From an optimization exercise on the open Yosys and OpenROAD flow, aimed at small area, a short achievable clock period and few clock cycles; shortcuts taken in it are not production practice. Where RTL was checked, it was by simulation tests only, not by an equivalence proof against the original.

==> flow/design.v (excerpt) <==
module fft_top (
  input  logic        clk,
  input  logic        reset,
  input  logic        load,
  input  logic [63:0] load_data,  
  input  logic        start,
  output logic        done,
  input  logic [2:0]  rd_addr,
  output logic [31:0] rd_data     
);
Size: about 100 I/O pins, roughly 30000 um^2 of cells after synthesis.
==> module fft_top, before the edit <==
module fft_top (
  input  logic        clk,
  input  logic        reset,
  input  logic        load,
  input  logic [63:0] load_data,  
  input  logic        start,
  output logic        done,
  input  logic [2:0]  rd_addr,
  output logic [31:0] rd_data     
);
  logic [31:0] e0, e1, e2, e3, f0, f1, f2, f3;
  logic        tr5, ti5;  
  function automatic logic [31:0] cop(input logic [31:0] x, input logic [2:0] c);
    logic [15:0] opr, opi;
    opr = c[2] ? x[15:0] : x[31:16];
    opi = c[2] ? x[31:16] : x[15:0];
    cop = {opr ^ {16{c[1]}}, opi ^ {16{c[0]}}};
  endfunction
  logic k0, s13, n23, n12;
  logic ph;  
  always_ff @(posedge clk) begin
    if (reset) begin
      k0   <= 1'b1;
      s13  <= 1'b0;
      n23  <= 1'b0;
      n12  <= 1'b0;
      ph   <= 1'b0;
      done <= 1'b0;
    end else if (load) begin
      k0   <= s13 & n23;
      s13  <= k0 | (n23 & ~s13);
      n23  <= n12;
      n12  <= k0 | (s13 & n12);
      done <= 1'b0;
    end else if (start) begin
      k0   <= 1'b1;
      s13  <= 1'b0;
      n23  <= 1'b0;
      n12  <= 1'b0;
      ph   <= 1'b1;
    end else if (ph) begin
      ph   <= 1'b0;
      done <= 1'b1;
    end
  end
  logic [31:0] xh, xl;      
  logic [31:0] keep;
  logic [2:0]  c1, c2, c2f, c3;
  assign xh   = load_data[63:32];
  assign xl   = load_data[31:0];
  assign keep = {32{~(k0 & load)}};  
  assign c1  = {s13, n23, n12};
  assign c2  = {1'b0, s13, s13};
  assign c2f = {1'b1, s13, ~s13};
  assign c3  = {s13, n12, n23};
  logic [31:0] xhg, xlg;
  assign xhg = xh & {32{load}};
  assign xlg = xl & {32{load}};
  logic [31:0] se0, se1, se2, se3, sf0, sf1, sf2, sf3;
  fft_cadd #(.KS(0)) u_ae0 (.a(e0 & keep), .b(cop(xhg, 3'b000)), .ci(2'b00),    .s(se0));
  fft_cadd #(.KS(0)) u_ae1 (.a(e1 & keep), .b(cop(xhg, c1)),     .ci(c1[1:0]),  .s(se1));
  fft_cadd #(.KS(0)) u_ae2 (.a(e2 & keep), .b(cop(xhg, c2)),     .ci(c2[1:0]),  .s(se2));
  fft_cadd #(.KS(0)) u_ae3 (.a(e3 & keep), .b(cop(xhg, c3)),     .ci(c3[1:0]),  .s(se3));
  fft_cadd #(.KS(0)) u_af0 (.a(f0 & keep), .b(cop(xlg, 3'b000)), .ci(2'b00),    .s(sf0));
  fft_cadd #(.KS(0)) u_af1 (.a(f1 & keep), .b(cop(xlg, c1)),     .ci(c1[1:0]),  .s(sf1));
  fft_cadd #(.KS(0)) u_af2 (.a(f2 & keep), .b(cop(xlg, c2f)),    .ci(c2f[1:0]), .s(sf2));
  fft_cadd #(.KS(0)) u_af3 (.a(f3 & keep), .b(cop(xlg, c3)),     .ci(c3[1:0]),  .s(sf3));
  logic [31:0] tw;
  fft_mul181 u_mr (.v(f1[31:16]), .y(tw[31:16]));
  fft_mul181 u_mi (.v(f1[15:0]),  .y(tw[15:0]));
  always_ff @(posedge clk) begin
    e0 <= se0;
    e1 <= se1;
    e2 <= se2;
    e3 <= se3;
    f0 <= sf0;
    f2 <= sf2;
    f1 <= start ? f3 : ph ? tw : sf1;
    f3 <= start ? tw : sf3;
    if (start) begin
      tr5 <= (f1[23:16] == 8'h80);
      ti5 <= (f1[7:0] == 8'h80);
    end
  end
  logic [31:0] es, fs;
  logic [1:0]  j;
  logic        ng, odd;
  logic        nra, nrb, nia, nib;
  logic [1:0]  dr, di;
  assign j   = rd_addr[1:0];
  assign ng  = rd_addr[2];
  assign odd = rd_addr[0];
  always_comb begin
    case (j)
      2'd0:    begin es = e0; fs = f0; end
      2'd1:    begin es = e1; fs = f3; end  
      2'd2:    begin es = e2; fs = f2; end
      default: begin es = e3; fs = f1; end  
    endcase
  end
  assign nra = (j == 2'd3) ? ~ng : ng;
  assign nrb = ng;
  assign nia = ~ng;
  assign nib = (j == 2'd3) ? ~ng : ng;
  always_comb begin
    dr = {1'b0, nra} + {1'b0, odd & nrb};
    di = {1'b0, nib} + {1'b0, odd & nia};
    if (j == 2'd1) begin
      dr = ng ? dr - {1'b0, tr5} : dr + {1'b0, tr5};
      di = ng ? di - {1'b0, ti5} : di + {1'b0, ti5};
    end
  end
  logic [15:0] ra, rb, ia, ib;
  logic [15:0] rs, rc, is_, ic;
  assign ra = fs[31:16] ^ {16{nra}};
  assign rb = odd ? fs[15:0] ^ {16{nrb}} : 16'd0;
  assign ia = odd ? fs[31:16] ^ {16{nia}} : 16'd0;
  assign ib = fs[15:0] ^ {16{nib}};
  assign rs  = es[31:16] ^ ra ^ rb;
  assign rc  = {(es[30:16] & ra[14:0]) | (es[30:16] & rb[14:0]) | (ra[14:0] & rb[14:0]),
                dr[1] | dr[0]};
  assign is_ = es[15:0] ^ ia ^ ib;
  assign ic  = {(es[14:0] & ia[14:0]) | (es[14:0] & ib[14:0]) | (ia[14:0] & ib[14:0]),
                di[1] | di[0]};
  logic [31:0] rsum;
  fft_cadd #(.KS(1)) u_rd (.a({rs, is_}), .b({rc, ic}), .ci({dr[1], di[1]}), .s(rsum));
  always_ff @(posedge clk) begin
    rd_data <= rsum;
  end
endmodule
==> flow/config.mk <==
export PLATFORM = sky130hd
export DESIGN_NAME = fft_top
export DESIGN_NICKNAME = fft_top
export VERILOG_FILES = /design/flow/design.v
export SDC_FILE = /design/flow/constraint.sdc
export NUM_CORES = 4
export LEC_CHECK = 0
export CAP_MARGIN = 20
export CORE_MARGIN = 2
export CORE_UTILIZATION = 40
export SETUP_SLACK_MARGIN = 2.0
export SLEW_MARGIN = 20
export SYNTH_HIERARCHICAL = 1
export SYNTH_MINIMUM_KEEP_SIZE = 0
==> flow/constraint.sdc <==
create_clock -name core_clock -period 6.5 [get_ports {clk}]
set_input_delay 1.3000 -clock core_clock [delete_from_list [all_inputs] [get_ports {clk}]]
set_output_delay 1.3000 -clock core_clock [all_outputs]
set_load 0.01 [all_outputs]
standard.sh (not shown) runs the stock make flow with config.mk's settings and CLKGATE_MAP_FILE= SYNTH_SCRIPT=/design/flow/synth_recipe.tcl, a recipe that flattens the netlist after the stock synthesis.
==> flow/flow/run.sh <==
#!/bin/bash
# The standard layout, with plain buffers (not delay cells) on the ports.
set -euo pipefail
bash standard.sh BUFFER_PORTS_ARGS="-buffer_cell sky130_fd_sc_hd__buf_2" finish > standard.log 2>&1
Testbench counts at the start, summed over its fixed seeds: cycles 5,384.
Next try:
--- a/flow/design.v
+++ b/flow/design.v
@@ -79,17 +79,22 @@
   assign c2f = {1'b1, s13, ~s13};
   assign c3  = {s13, n12, n23};
   logic [31:0] xhg, xlg;
-  assign xhg = xh & {32{load}};
-  assign xlg = xl & {32{load}};
+  logic [2:0]  c1g, c2g, c2fg, c3g;
+  assign xhg  = xh & {32{load}};
+  assign xlg  = xl & {32{load}};
+  assign c1g  = c1 & {3{load}};
+  assign c2g  = c2 & {3{load}};
+  assign c2fg = c2f & {3{load}};
+  assign c3g  = c3 & {3{load}};
   logic [31:0] se0, se1, se2, se3, sf0, sf1, sf2, sf3;
-  fft_cadd #(.KS(0)) u_ae0 (.a(e0 & keep), .b(cop(xhg, 3'b000)), .ci(2'b00),    .s(se0));
-  fft_cadd #(.KS(0)) u_ae1 (.a(e1 & keep), .b(cop(xhg, c1)),     .ci(c1[1:0]),  .s(se1));
-  fft_cadd #(.KS(0)) u_ae2 (.a(e2 & keep), .b(cop(xhg, c2)),     .ci(c2[1:0]),  .s(se2));
-  fft_cadd #(.KS(0)) u_ae3 (.a(e3 & keep), .b(cop(xhg, c3)),     .ci(c3[1:0]),  .s(se3));
-  fft_cadd #(.KS(0)) u_af0 (.a(f0 & keep), .b(cop(xlg, 3'b000)), .ci(2'b00),    .s(sf0));
-  fft_cadd #(.KS(0)) u_af1 (.a(f1 & keep), .b(cop(xlg, c1)),     .ci(c1[1:0]),  .s(sf1));
-  fft_cadd #(.KS(0)) u_af2 (.a(f2 & keep), .b(cop(xlg, c2f)),    .ci(c2f[1:0]), .s(sf2));
-  fft_cadd #(.KS(0)) u_af3 (.a(f3 & keep), .b(cop(xlg, c3)),     .ci(c3[1:0]),  .s(sf3));
+  fft_cadd #(.KS(0)) u_ae0 (.a(e0 & keep), .b(cop(xhg, 3'b000)), .ci(2'b00),   .s(se0));
+  fft_cadd #(.KS(0)) u_ae1 (.a(e1 & keep), .b(cop(xhg, c1g)),    .ci(c1g[1:0]), .s(se1));
+  fft_cadd #(.KS(0)) u_ae2 (.a(e2 & keep), .b(cop(xhg, c2g)),    .ci(c2g[1:0]), .s(se2));
+  fft_cadd #(.KS(0)) u_ae3 (.a(e3 & keep), .b(cop(xhg, c3g)),    .ci(c3g[1:0]), .s(se3));
+  fft_cadd #(.KS(0)) u_af0 (.a(f0 & keep), .b(cop(xlg, 3'b000)), .ci(2'b00),   .s(sf0));
+  fft_cadd #(.KS(0)) u_af1 (.a(f1 & keep), .b(cop(xl, c1)),      .ci(c1[1:0]),  .s(sf1));
+  fft_cadd #(.KS(0)) u_af2 (.a(f2 & keep), .b(cop(xlg, c2fg)),   .ci(c2fg[1:0]), .s(sf2));
+  fft_cadd #(.KS(0)) u_af3 (.a(f3 & keep), .b(cop(xl, c3)),      .ci(c3[1:0]),  .s(sf3));
   logic [31:0] tw;
   fft_mul181 u_mr (.v(f1[31:16]), .y(tw[31:16]));
   fft_mul181 u_mi (.v(f1[15:0]),  .y(tw[15:0]));
@@ -100,11 +105,16 @@
     e3 <= se3;
     f0 <= sf0;
     f2 <= sf2;
-    f1 <= start ? f3 : ph ? tw : sf1;
-    f3 <= start ? tw : sf3;
-    if (start) begin
+    if (load) begin
+      f1 <= sf1;
+      f3 <= sf3;
+    end else if (start) begin
+      f3  <= tw;
+      f1  <= f3;
       tr5 <= (f1[23:16] == 8'h80);
       ti5 <= (f1[7:0] == 8'h80);
+    end else if (ph) begin
+      f1  <= tw;
     end
   end
   logic [31:0] es, fs;
@@ -148,7 +158,7 @@
   assign ic  = {(es[14:0] & ia[14:0]) | (es[14:0] & ib[14:0]) | (ia[14:0] & ib[14:0]),
                 di[1] | di[0]};
   logic [31:0] rsum;
-  fft_cadd #(.KS(1)) u_rd (.a({rs, is_}), .b({rc, ic}), .ci({dr[1], di[1]}), .s(rsum));
+  fft_cadd #(.KS(0)) u_rd (.a({rs, is_}), .b({rc, ic}), .ci({dr[1], di[1]}), .s(rsum));
   always_ff @(posedge clk) begin
     rd_data <= rsum;
   end
The new run finished clean.
Area after synthesis came out higher by 3.2%.
Non-clock buffer count came out higher by 60.
Worst setup slack improves by 0.0074 ns.
Wire length came out higher by 4.5%.
Final cell count came out higher by 3.8%.
Final area came out higher by 4.5%.
Flip-flop and latch count is unchanged.
The RTL of the second run of this note was laid out without a check of its function.

[static timing again, ports no longer ideal]
The flow's constraints put no driver on any port. The routed layouts listed below were extracted and timed again, unchanged, in two steps.
Step 1, drivers: a clkbuf_16 drives clk and a buf_2 each remaining input, both assumed.
Step 2 also shifts input and output timing later by t, the mid clock arrival at the registers, as if the neighbouring blocks saw the same clock.
a / b / c = ideal ports / drivers / drivers and shift; a / b = the first two.
run | t, ns | slack for setup (ns) | hold WS [ns] | worst setup path after step 2 | slew at the worst register clock pin (ns)
the first run | 0.629 | 2.139 / 2.101 / 1.472 | 0.483 / 0.483 / 0.483 | input to register | 0.07 / 0.07
the second run | 0.630 | 2.146 / 2.146 / 1.535 | 0.516 / 0.516 / 0.516 | input to register | 0.06 / 0.06
After both steps setup and hold are still met in every run listed. For the first run, which loses most, drivers alone change the setup slack by -0.038 ns; drivers and shift together by -0.667 ns.
